What follows belongs to an exercise in optimizing a design on an open flow for a short achievable clock period and few clock cycles; a production flow would make more cautious choices.
In this exercise RTL edits were held to simulation tests only and were not proved equivalent to the original.
Power figures rest on the tool's default switching activity, not on a simulated workload.

==> design.v <==
package cache_pkg;
    localparam int ADDR_W = 32;
    localparam int DATA_W = 32;
    typedef enum logic [1:0] {
        SIZE_BYTE = 2'b00,
        SIZE_HALF = 2'b01,
        SIZE_WORD = 2'b10
    } size_t;
    typedef enum logic [2:0] {
        ST_IDLE,
        ST_LOOKUP,
        ST_EVICT,
        ST_WAIT_DRAIN,
        ST_REFILL,
        ST_FINISH
    } ctrl_state_t;
    typedef struct packed {
        logic [ADDR_W-3:0] waddr;
        logic [DATA_W-1:0] data;
    } evict_t;
    function automatic logic [3:0] apply_size(size_t size, logic [1:0] off);
        case (size)
            2'b00:     apply_size = 4'b0001 << off;
            2'b01:     apply_size = off[1] ? 4'b1100 : 4'b0011;
            default:   apply_size = 4'b1111;
        endcase
    endfunction
endpackage
module cache_way #(
    parameter int INDEX_BITS = 4
) (
    input  logic                                     clk,
    input  logic                                     rst,
    input  logic [cache_pkg::ADDR_W-1:0]             addr,
    input  cache_pkg::size_t                         size,
    input  logic [cache_pkg::DATA_W-1:0]             wdata,
    input  logic                                     we,
    input  logic                                     fill,
    input  logic                                     store,
    output logic                                     hit,
    output logic                                     dirty,
    output logic [cache_pkg::ADDR_W-3-INDEX_BITS:0]  victim_tag,
    output logic [cache_pkg::DATA_W-1:0]             line_data,
    output logic [cache_pkg::DATA_W-1:0]             load_data
);
    localparam int TAG_W = cache_pkg::ADDR_W - 2 - INDEX_BITS;
    localparam int LINES = 1 << INDEX_BITS;
    logic [TAG_W-1:0]      addr_tag;
    logic [INDEX_BITS-1:0] addr_idx;
    logic [1:0]            addr_off;
    logic [LINES-1:0]  valid_bits;
    logic [LINES-1:0]  dirty_bits;
    logic [TAG_W-1:0]  tag_mem  [LINES];
    logic [cache_pkg::DATA_W-1:0] data_mem [LINES];
    logic [3:0]        lane_mask;
    logic [cache_pkg::DATA_W-1:0] aligned_wdata;
    assign addr_tag = addr[cache_pkg::ADDR_W-1 -: TAG_W];
    assign addr_idx = addr[INDEX_BITS+1:2];
    assign addr_off = addr[1:0];
    assign lane_mask     = cache_pkg::apply_size(size, addr_off);
    assign aligned_wdata = wdata << {addr_off, 3'b000};
    always_ff @(posedge clk) begin
        if (rst) begin
            valid_bits <= '0;
            dirty_bits <= '0;
        end else if (we) begin
            if (fill) begin
                valid_bits[addr_idx] <= 1'b1;
                dirty_bits[addr_idx] <= 1'b0;
            end else if (store) begin
                dirty_bits[addr_idx] <= 1'b1;
            end
        end
    end
    always_ff @(posedge clk) begin
        if (we && fill) begin
            tag_mem[addr_idx]  <= addr_tag;
            data_mem[addr_idx] <= wdata;
        end else if (we && store) begin
            for (int i = 0; i < 4; i++) begin
                if (lane_mask[i]) begin
                    data_mem[addr_idx][8*i +: 8] <= aligned_wdata[8*i +: 8];
                end
            end
        end
    end
    assign victim_tag = tag_mem[addr_idx];
    assign line_data  = data_mem[addr_idx];
    assign hit        = valid_bits[addr_idx] && (victim_tag == addr_tag);
    assign dirty      = valid_bits[addr_idx] && dirty_bits[addr_idx];
    assign load_data = line_data >> {addr_off, 3'b000};
endmodule
module cache_ctrl #(
    parameter int INDEX_BITS = 4
) (
    input  logic                                     clk,
    input  logic                                     rst,
    input  logic                                     psel,
    input  logic                                     penable,
    input  logic                                     pwrite,
    input  logic [cache_pkg::ADDR_W-1:0]             paddr,
    input  logic [cache_pkg::DATA_W-1:0]             pwdata,
    input  cache_pkg::size_t                         psize,
    output logic [cache_pkg::DATA_W-1:0]             prdata,
    output logic                                     pready,
    output logic                                     pslverr,
    input  logic                                     hit,
    input  logic                                     dirty,
    input  logic [cache_pkg::ADDR_W-3-INDEX_BITS:0]  victim_tag,
    input  logic [cache_pkg::DATA_W-1:0]             line_data,
    input  logic [cache_pkg::DATA_W-1:0]             load_data,
    output logic [cache_pkg::ADDR_W-1:0]             way_addr,
    output cache_pkg::size_t                         way_size,
    output logic [cache_pkg::DATA_W-1:0]             way_wdata,
    output logic                                     way_we,
    output logic                                     way_fill,
    output logic                                     way_store,
    input  logic                                     full,
    input  logic                                     empty,
    output logic                                     push,
    output cache_pkg::evict_t                        push_entry,
    input  logic                                     master_busy,
    output logic                                     refill_req,
    output logic [cache_pkg::ADDR_W-3:0]             refill_addr,
    input  logic                                     refill_done,
    input  logic [cache_pkg::DATA_W-1:0]             refill_data
);
    cache_pkg::ctrl_state_t state;
    cache_pkg::ctrl_state_t next_state;
    always_ff @(posedge clk) begin
        if (rst) begin
            state <= cache_pkg::ST_IDLE;
        end else begin
            state <= next_state;
        end
    end
    always_comb begin
        next_state = state;
        pready     = 1'b0;
        way_fill   = 1'b0;
        way_store  = 1'b0;
        push       = 1'b0;
        refill_req = 1'b0;
        case (state)
            cache_pkg::ST_IDLE: begin
                if (psel && !penable) begin
                    next_state = cache_pkg::ST_LOOKUP;
                end
            end
            cache_pkg::ST_LOOKUP: begin
                if (psel && penable) begin
                    if (hit) begin
                        pready     = 1'b1;
                        way_store  = pwrite;
                        next_state = cache_pkg::ST_IDLE;
                    end else if (dirty) begin
                        next_state = cache_pkg::ST_EVICT;
                    end else begin
                        next_state = cache_pkg::ST_WAIT_DRAIN;
                    end
                end
            end
            cache_pkg::ST_EVICT: begin
                if (!full) begin
                    push       = 1'b1;
                    next_state = cache_pkg::ST_WAIT_DRAIN;
                end
            end
            cache_pkg::ST_WAIT_DRAIN: begin
                if (empty && !master_busy) begin
                    next_state = cache_pkg::ST_REFILL;
                end
            end
            cache_pkg::ST_REFILL: begin
                refill_req = 1'b1;
                if (refill_done) begin
                    way_fill   = 1'b1;
                    next_state = cache_pkg::ST_FINISH;
                end
            end
            cache_pkg::ST_FINISH: begin
                pready     = 1'b1;
                way_store  = pwrite;
                next_state = cache_pkg::ST_IDLE;
            end
            default: begin
                next_state = cache_pkg::ST_IDLE;
            end
        endcase
    end
    assign way_addr  = paddr;
    assign way_size  = psize;
    assign way_wdata = (state == cache_pkg::ST_REFILL) ? refill_data : pwdata;
    assign way_we    = way_fill | way_store;
    assign push_entry.waddr = {victim_tag, paddr[INDEX_BITS+1:2]};
    assign push_entry.data  = line_data;
    assign refill_addr = paddr[cache_pkg::ADDR_W-1:2];
    assign prdata  = load_data;
    assign pslverr = 1'b0;
endmodule
module evict_buffer #(
    parameter int EVICT_DEPTH = 2
) (
    input  logic              clk,
    input  logic              rst,
    input  logic              push,
    input  cache_pkg::evict_t push_entry,
    input  logic              pop,
    output cache_pkg::evict_t head_entry,
    output logic              empty,
    output logic              full
);
    localparam int PTR_W = (EVICT_DEPTH > 1) ? $clog2(EVICT_DEPTH) : 1;
    localparam int CNT_W = $clog2(EVICT_DEPTH + 1);
    logic [cache_pkg::ADDR_W+cache_pkg::DATA_W-3:0] entries [EVICT_DEPTH];
    logic [PTR_W-1:0] wr_ptr;
    logic [PTR_W-1:0] rd_ptr;
    logic [CNT_W-1:0] count;
    logic             do_push;
    logic             do_pop;
    assign do_push = push && !full;
    assign do_pop  = pop && !empty;
    always_ff @(posedge clk) begin
        if (rst) begin
            wr_ptr <= '0;
            rd_ptr <= '0;
            count  <= '0;
        end else begin
            if (do_push) begin
                wr_ptr <= (wr_ptr == PTR_W'(EVICT_DEPTH - 1)) ? '0 : wr_ptr + 1'b1;
            end
            if (do_pop) begin
                rd_ptr <= (rd_ptr == PTR_W'(EVICT_DEPTH - 1)) ? '0 : rd_ptr + 1'b1;
            end
            if (do_push && !do_pop) begin
                count <= count + 1'b1;
            end else if (do_pop && !do_push) begin
                count <= count - 1'b1;
            end
        end
    end
    always_ff @(posedge clk) begin
        if (do_push) begin
            entries[wr_ptr] <= push_entry;
        end
    end
    assign head_entry = entries[rd_ptr];
    assign empty      = (count == '0);
    assign full       = (count == CNT_W'(EVICT_DEPTH));
endmodule
module mem_master (
    input  logic                         clk,
    input  logic                         rst,
    input  cache_pkg::evict_t            head_entry,
    input  logic                         empty,
    output logic                         pop,
    output logic                         master_busy,
    input  logic                         refill_req,
    input  logic [cache_pkg::ADDR_W-3:0] refill_addr,
    output logic                         refill_done,
    output logic [cache_pkg::DATA_W-1:0] refill_data,
    output logic                         m_psel,
    output logic                         m_penable,
    output logic                         m_pwrite,
    output logic [cache_pkg::ADDR_W-1:0] m_paddr,
    output logic [cache_pkg::DATA_W-1:0] m_pwdata,
    input  logic [cache_pkg::DATA_W-1:0] m_prdata,
    input  logic                         m_pready
);
    typedef enum logic [1:0] {
        M_IDLE,
        M_SETUP,
        M_ACCESS
    } m_state_t;
    m_state_t          state;
    logic              write_q;
    logic [cache_pkg::ADDR_W-3:0] waddr_q;
    logic [cache_pkg::DATA_W-1:0] wdata_q;
    logic              done;
    always_ff @(posedge clk) begin
        if (rst) begin
            state   <= M_IDLE;
            write_q <= 1'b0;
        end else begin
            case (state)
                M_IDLE: begin
                    if (!empty) begin
                        write_q <= 1'b1;
                        state   <= M_SETUP;
                    end else if (refill_req) begin
                        write_q <= 1'b0;
                        state   <= M_SETUP;
                    end
                end
                M_SETUP:  state <= M_ACCESS;
                M_ACCESS: begin
                    if (m_pready) begin
                        state <= M_IDLE;
                    end
                end
                default:  state <= M_IDLE;
            endcase
        end
    end
    always_ff @(posedge clk) begin
        if (state == M_IDLE) begin
            waddr_q <= !empty ? head_entry.waddr : refill_addr;
            wdata_q <= head_entry.data;
        end
    end
    assign done        = (state == M_ACCESS) && m_pready;
    assign pop         = done && write_q;
    assign refill_done = done && !write_q;
    assign refill_data = m_prdata;
    assign master_busy = (state != M_IDLE);
    assign m_psel    = (state != M_IDLE);
    assign m_penable = (state == M_ACCESS);
    assign m_pwrite  = write_q;
    assign m_paddr   = {waddr_q, 2'b00};
    assign m_pwdata  = wdata_q;
endmodule
module cache_top #(
    parameter int INDEX_BITS  = 4,
    parameter int EVICT_DEPTH = 2
) (
    input  logic                         clk,
    input  logic                         rst,
    input  logic                         psel,
    input  logic                         penable,
    input  logic                         pwrite,
    input  logic [31:0]                  paddr,
    input  logic [31:0]                  pwdata,
    input  logic [1:0]                   psize,
    output logic [31:0]                  prdata,
    output logic                         pready,
    output logic                         pslverr,
    output logic                         m_psel,
    output logic                         m_penable,
    output logic                         m_pwrite,
    output logic [31:0]                  m_paddr,
    output logic [31:0]                  m_pwdata,
    input  logic [31:0]                  m_prdata,
    input  logic                         m_pready
);
    logic                       hit;
    logic                       dirty;
    logic [cache_pkg::ADDR_W-3-INDEX_BITS:0] victim_tag;
    logic [cache_pkg::DATA_W-1:0]          line_data;
    logic [cache_pkg::DATA_W-1:0]          load_data;
    logic [cache_pkg::ADDR_W-1:0]          way_addr;
    cache_pkg::size_t                      way_size;
    logic [cache_pkg::DATA_W-1:0]          way_wdata;
    logic                       way_we;
    logic                       way_fill;
    logic                       way_store;
    logic                       push;
    cache_pkg::evict_t                     push_entry;
    logic                       pop;
    cache_pkg::evict_t                     head_entry;
    logic                       empty;
    logic                       full;
    logic                       master_busy;
    logic                       refill_req;
    logic [cache_pkg::ADDR_W-3:0]          refill_addr;
    logic                       refill_done;
    logic [cache_pkg::DATA_W-1:0]          refill_data;
    cache_ctrl #(
        .INDEX_BITS (INDEX_BITS)
    ) u_ctrl (
        .clk         (clk),
        .rst         (rst),
        .psel        (psel),
        .penable     (penable),
        .pwrite      (pwrite),
        .paddr       (paddr),
        .pwdata      (pwdata),
        .psize       (cache_pkg::size_t'(psize)),
        .prdata      (prdata),
        .pready      (pready),
        .pslverr     (pslverr),
        .hit         (hit),
        .dirty       (dirty),
        .victim_tag  (victim_tag),
        .line_data   (line_data),
        .load_data   (load_data),
        .way_addr    (way_addr),
        .way_size    (way_size),
        .way_wdata   (way_wdata),
        .way_we      (way_we),
        .way_fill    (way_fill),
        .way_store   (way_store),
        .full        (full),
        .empty       (empty),
        .push        (push),
        .push_entry  (push_entry),
        .master_busy (master_busy),
        .refill_req  (refill_req),
        .refill_addr (refill_addr),
        .refill_done (refill_done),
        .refill_data (refill_data)
    );
    cache_way #(
        .INDEX_BITS (INDEX_BITS)
    ) u_way (
        .clk        (clk),
        .rst        (rst),
        .addr       (way_addr),
        .size       (way_size),
        .wdata      (way_wdata),
        .we         (way_we),
        .fill       (way_fill),
        .store      (way_store),
        .hit        (hit),
        .dirty      (dirty),
        .victim_tag (victim_tag),
        .line_data  (line_data),
        .load_data  (load_data)
    );
    evict_buffer #(
        .EVICT_DEPTH (EVICT_DEPTH)
    ) u_buffer (
        .clk        (clk),
        .rst        (rst),
        .push       (push),
        .push_entry (push_entry),
        .pop        (pop),
        .head_entry (head_entry),
        .empty      (empty),
        .full       (full)
    );
    mem_master u_master (
        .clk         (clk),
        .rst         (rst),
        .head_entry  (head_entry),
        .empty       (empty),
        .pop         (pop),
        .master_busy (master_busy),
        .refill_req  (refill_req),
        .refill_addr (refill_addr),
        .refill_done (refill_done),
        .refill_data (refill_data),
        .m_psel      (m_psel),
        .m_penable   (m_penable),
        .m_pwrite    (m_pwrite),
        .m_paddr     (m_paddr),
        .m_pwdata    (m_pwdata),
        .m_prdata    (m_prdata),
        .m_pready    (m_pready)
    );
endmodule
==> run.sh <==
#!/bin/bash
# synth_recipe.tcl (not shown) runs the flow's synth.tcl, then flattens the netlist and writes it again
# the make line also repeats each setting of config.mk as NAME=value (left out here)
make -C /OpenROAD-flow-scripts/flow DESIGN_CONFIG=/design/flow/config.mk WORK_HOME=/design/flow/orfs CLKGATE_MAP_FILE= SYNTH_SCRIPT=/design/flow/synth_recipe.tcl finish
==> config.mk <==
export PLATFORM = sky130hd
export DESIGN_NAME = cache_top
export DESIGN_NICKNAME = cache_top
export VERILOG_FILES = /design/flow/design.v
export SDC_FILE = /design/flow/constraint.sdc
export NUM_CORES = 4
export LEC_CHECK = 0
export CAP_MARGIN = 20
export CORE_MARGIN = 2
export CORE_UTILIZATION = 40
export SETUP_SLACK_MARGIN = 0.15
export SLEW_MARGIN = 20
==> constraint.sdc <==
create_clock -name core_clock -period 5.8 [get_ports {clk}]
set_input_delay 1.1600 -clock core_clock [delete_from_list [all_inputs] [get_ports {clk}]]
set_output_delay 1.1600 -clock core_clock [all_outputs]
set_load 0.01 [all_outputs]
==> summary.txt <==
kinds of logic after synthesis:
family	after synthesis	share of synthesized area
compound gates	315	0.0466
xor+xnor	22	0.00408
other cells	1	0.0000794
mux	450	0.160
buf+inv	187	0.0189
simple gates	432	0.0415
fa+ha+maj	6	0.00159
flops	1157	0.727
cell usage after synthesis (26+ instances only):
| cell | count | area [um2] |
|---|---|---|
| mux2_2 | 40 | 450 |
| a21oi_1 | 73 | 365 |
| nand2_1 | 118 | 443 |
| clkbuf_1 | 88 | 330 |
| a22oi_1 | 29 | 218 |
| a31oi_1 | 34 | 213 |
| o21ai_0 | 26 | 130 |
| mux4_2 | 240 | 5410 |
| buf_1 | 28 | 105 |
| mux2i_1 | 168 | 1680 |
| dfxtp_1 | 43 | 861 |
| edfxtp_1 | 1114 | 33500 |
| nor2_1 | 175 | 657 |
power groups by stage:
stage	clock (mW)	combinational (mW)	sequential, mW
floorplan	0	0.621	9.42
global placement	0	1.24	9.40
detailed placement	0	1.26	9.40
CTS	7.73	1.27	9.23
global route	8.05	1.36	9.22
finish	7.60	1.29	9.22
what timing repair did:
| action | CTS | global route |
|---|---|---|
| pin swaps | 2 | 4 |
| gates resized for setup | 11 | 22 |
| buffers inserted | 1 | 1 |
| cloned | 1 | 2 |
| setup endpoints to repair | 11 | 9 |
| hold buffers | 0 | 0 |
placed cells by master, fill, tap and decap left out, drive strengths merged, types with 16 or more instances in the layout:
master,n
a22oi,29
mux4,240
a21oi,73
mux2,42
nor2,175
buf,270
clkinv,46
a31oi,37
clkbuf,153
mux2i,168
nand2,119
o21ai,29
nor3,22
nor2b,17
dfxtp,43
edfxtp,1114
o22ai,19
and2,19
nor4,16
inv,26
clkdlybuf4s50,194
path summary, 6_finish.rpt:
path / startpoint / to / cells after the start
worst min register to register: u_way.valid_bits[10] / u_way.valid_bits[10] / 2
worst min-delay path: u_way.valid_bits[10] / u_way.valid_bits[10] / 2
worst max register to register: u_way.tag_mem[10][15] / u_way.data_mem[1][28] / 13
worst max-delay path: paddr[2] / prdata[2] / 11
sequential cells by signal, summed over array words and instances (netlist names), named ones only:
| name | count |
|---|---|
| u_master.state | 2 |
| u_buffer.entries | 124 |
| u_master.waddr_q | 30 |
| u_master.write_q | 1 |
| u_ctrl.state | 3 |
| u_buffer.wr_ptr | 1 |
| u_buffer.rd_ptr | 1 |
| u_buffer.count | 2 |
| u_way.data_mem | 512 |
| u_way.tag_mem | 416 |
| u_way.valid_bits | 16 |
| u_master.wdata_q | 32 |
routing by layer:
layer	up-vias	track usage	share of wire
li1	11300	-	-
met1	14000	0.285	0.41
met2	1119	0.352	0.50
met3	233	0.0331	0.068
met4	6	0.0598	0.025
met5	-	0	0.00044
area by class of cell:
class                           count  area, um2
Fill cell                        9714      60700
Sequential cell                  1157      34300
Multi-Input combinational cell   1228      12300
Timing Repair Buffer              470       4430
Clock buffer                      150       3050
Tap cell                         1536       1920
Clock inverter                     70        801
Inverter                           23       90.1
Antenna cell                        2       5.00
worst reg2reg max path, stage by stage, from the launching register on:
cell	delay (ns)
edfxtp_1	0.36
mux4_2	0.50
a2111oi_2	0.41
buf_4	0.18
o2111ai_1	0.12
or4_4	0.54
a2111oi_4	0.43
a31o_2	0.25
buf_4	0.11
buf_4	0.43
and2_1	0.57
buf_4	0.26
a32oi_1	0.15
buf_4	0.27
==> flow_summary_export.csv <==
group,metric,value,unit
drt,wl_per_cell,28.0,um
finish,fin_nets,3106,
global_route,gr-total-overflow,0,
clocking,clock_tree.buffer_depth,3,
power_and_ir_drop,peakVddDrop,249,uV
synthesis,netlist_area,47200,um2
clocking,clock_latency,0.73,ns
worst_setup_path,cp.required,4.64,ns
die,die_height,348,um
worst_setup_path,path_max_fanout,21,
sta,finalCriticalPeriod,5.48,ns
finish,fin_cells,4636,
drt,wl,130,mm
die,core-area,118000,um2
worst_setup_path,slowest_delay,0.57,ns
placed_design,hpwlAfterDp,82.2,mm
worst_setup_path,cp_data_arrival_time,4.32,ns
power_and_ir_drop,p_leak,18.6,nW
global_route,grt_pass1_wl,185,mm
global_route,grt.total_usage,0.210,
synthesis,synthArstFlopShare,0,
finish,final_area,56900,um2
global_route,grt_pass1_vias,26700,
synthesis,synth_flop_cell,"edfxtp_1",
worst_setup_path,end_kind,"output pin",
finish,final_util,0.484,
worst_setup_path,r2r_slack,0.95,ns
sta,worst_hold_slack,0.468,ns
clocking,cts_tree,"built",
power_and_ir_drop,power,18.1,mW
worst_hold_path,hold_path.class,"reg -> reg",
clocking,h-tree-depth,3,
placed_design,portBuffers,201,
worst_setup_path,critPathBufInv,6,
drt,firstDrtPassIters,8,
sta,fin_skew,0.0389,ns
synthesis,avgSynthCellArea,18.4,um2
power_and_ir_drop,p_clk_frac,0.420,
global_route,antenna_found_initial,3,
sta,max_freq,183,MHz
drt,vias,26700,
finish,drive_gt1_frac,0.257,
power_and_ir_drop,p_per_area,318,nW/um2
drt,drcViolationCount,0,
power_and_ir_drop,power_frac_seq,0.509,
sta,layout_setup_ws,0.322,ns
placed_design,placed_cell_area,52800,um2
die,row_count,126,
worst_setup_path,cpMostUsedCell,"buf_12",
sta,setup_tns,0,ns
finish,syn_to_final_growth,20.6,%
clocking,clk_pin_slew,0.06,ns
sta,relSlewSlack,0.288,
placed_design,gp_congestion,0.868,
run_status,status,"finished clean",
die,die-area,121000,um2
synthesis,ys_ff_latch,1157,
die,start_util,0.401,
power_and_ir_drop,p_sw_frac,0.221,
job,maxCapViolCount,0,
synthesis,yosysSeqAreaShare,0.727,
sta,drv_slew,0,
placed_design,post-place-cells,4409,
clocking,cts_inserted_buffers,116,
clocking,cts-root-buf,"clkbuf_16",
drt,drt_iter0_drc,2987,
die,die_w,348,um
worst_setup_path,critical_path.top_delay_family,"buffers and inverters",
synthesis,yosysWarnings,4,
power_and_ir_drop,comb_power_share,0.071,
power_and_ir_drop,intPower,14.1,mW
worst_setup_path,critPathLaunchType,"primary input",
placed_design,place_ws,-0.151,ns
die,io_pins,205,
sta,finalHoldViolations,0,
sta,finalSetupViolCount,0,
sta,worst_slew_pin_slew,1.07,ns
clocking,clock_sinks,1157,
synthesis,synthCells,2570,
drt,ant_nets,0,
synthesis,synthDistinctLibCells,76,
drt,routed_via_density,5.75,
sta,fin_crit_sh,0.944,
global_route,grt_max_degree,97,
power_and_ir_drop,p_switching,4.00,mW
worst_setup_path,worstSetupPathType,"in -> out",
worst_setup_path,slowest_stage,"mux4_2",
sta,rsz0062_at_grt,"false",
worst_setup_path,cp_cell_sequence,"buf_8, buf_12, buf_12, buf_12, buf_16, mux4_2, mux4_2, nor2b_1, a211oi_1, a21oi_1, clkdlybuf4s50_1",
synthesis,synth_edf_count,1114,
Testbench counts, summed over its fixed seeds: cycles 34,743.

## what the ideal ports hide
Ports are ideal in the flow. The routed layout listed here was re-timed in OpenROAD.
Step 1, drivers: a clkbuf_16 drives clk and a buf_2 each remaining input, both assumed.
Step 2 also shifts input and output timing later by t, the mid clock arrival at the registers, as if the neighbouring blocks saw the same clock.
Slacks: ideal / step 1 / step 2; pairs: ideal / step 1.
t (ns): 0.784
setup WS [ns]: 0.322 / 0.272 / -0.053
hold slack, ns: 0.468 / 0.468 / 0.468
worst register clock-pin slew, ns: 0.08 / 0.08
pins driven straight from the clock port: 1
With both steps, setup timing fails in this run, where it was met with ideal ports. The setup slack of this run moves by -0.050 ns with the drivers and by -0.375 ns with both steps.
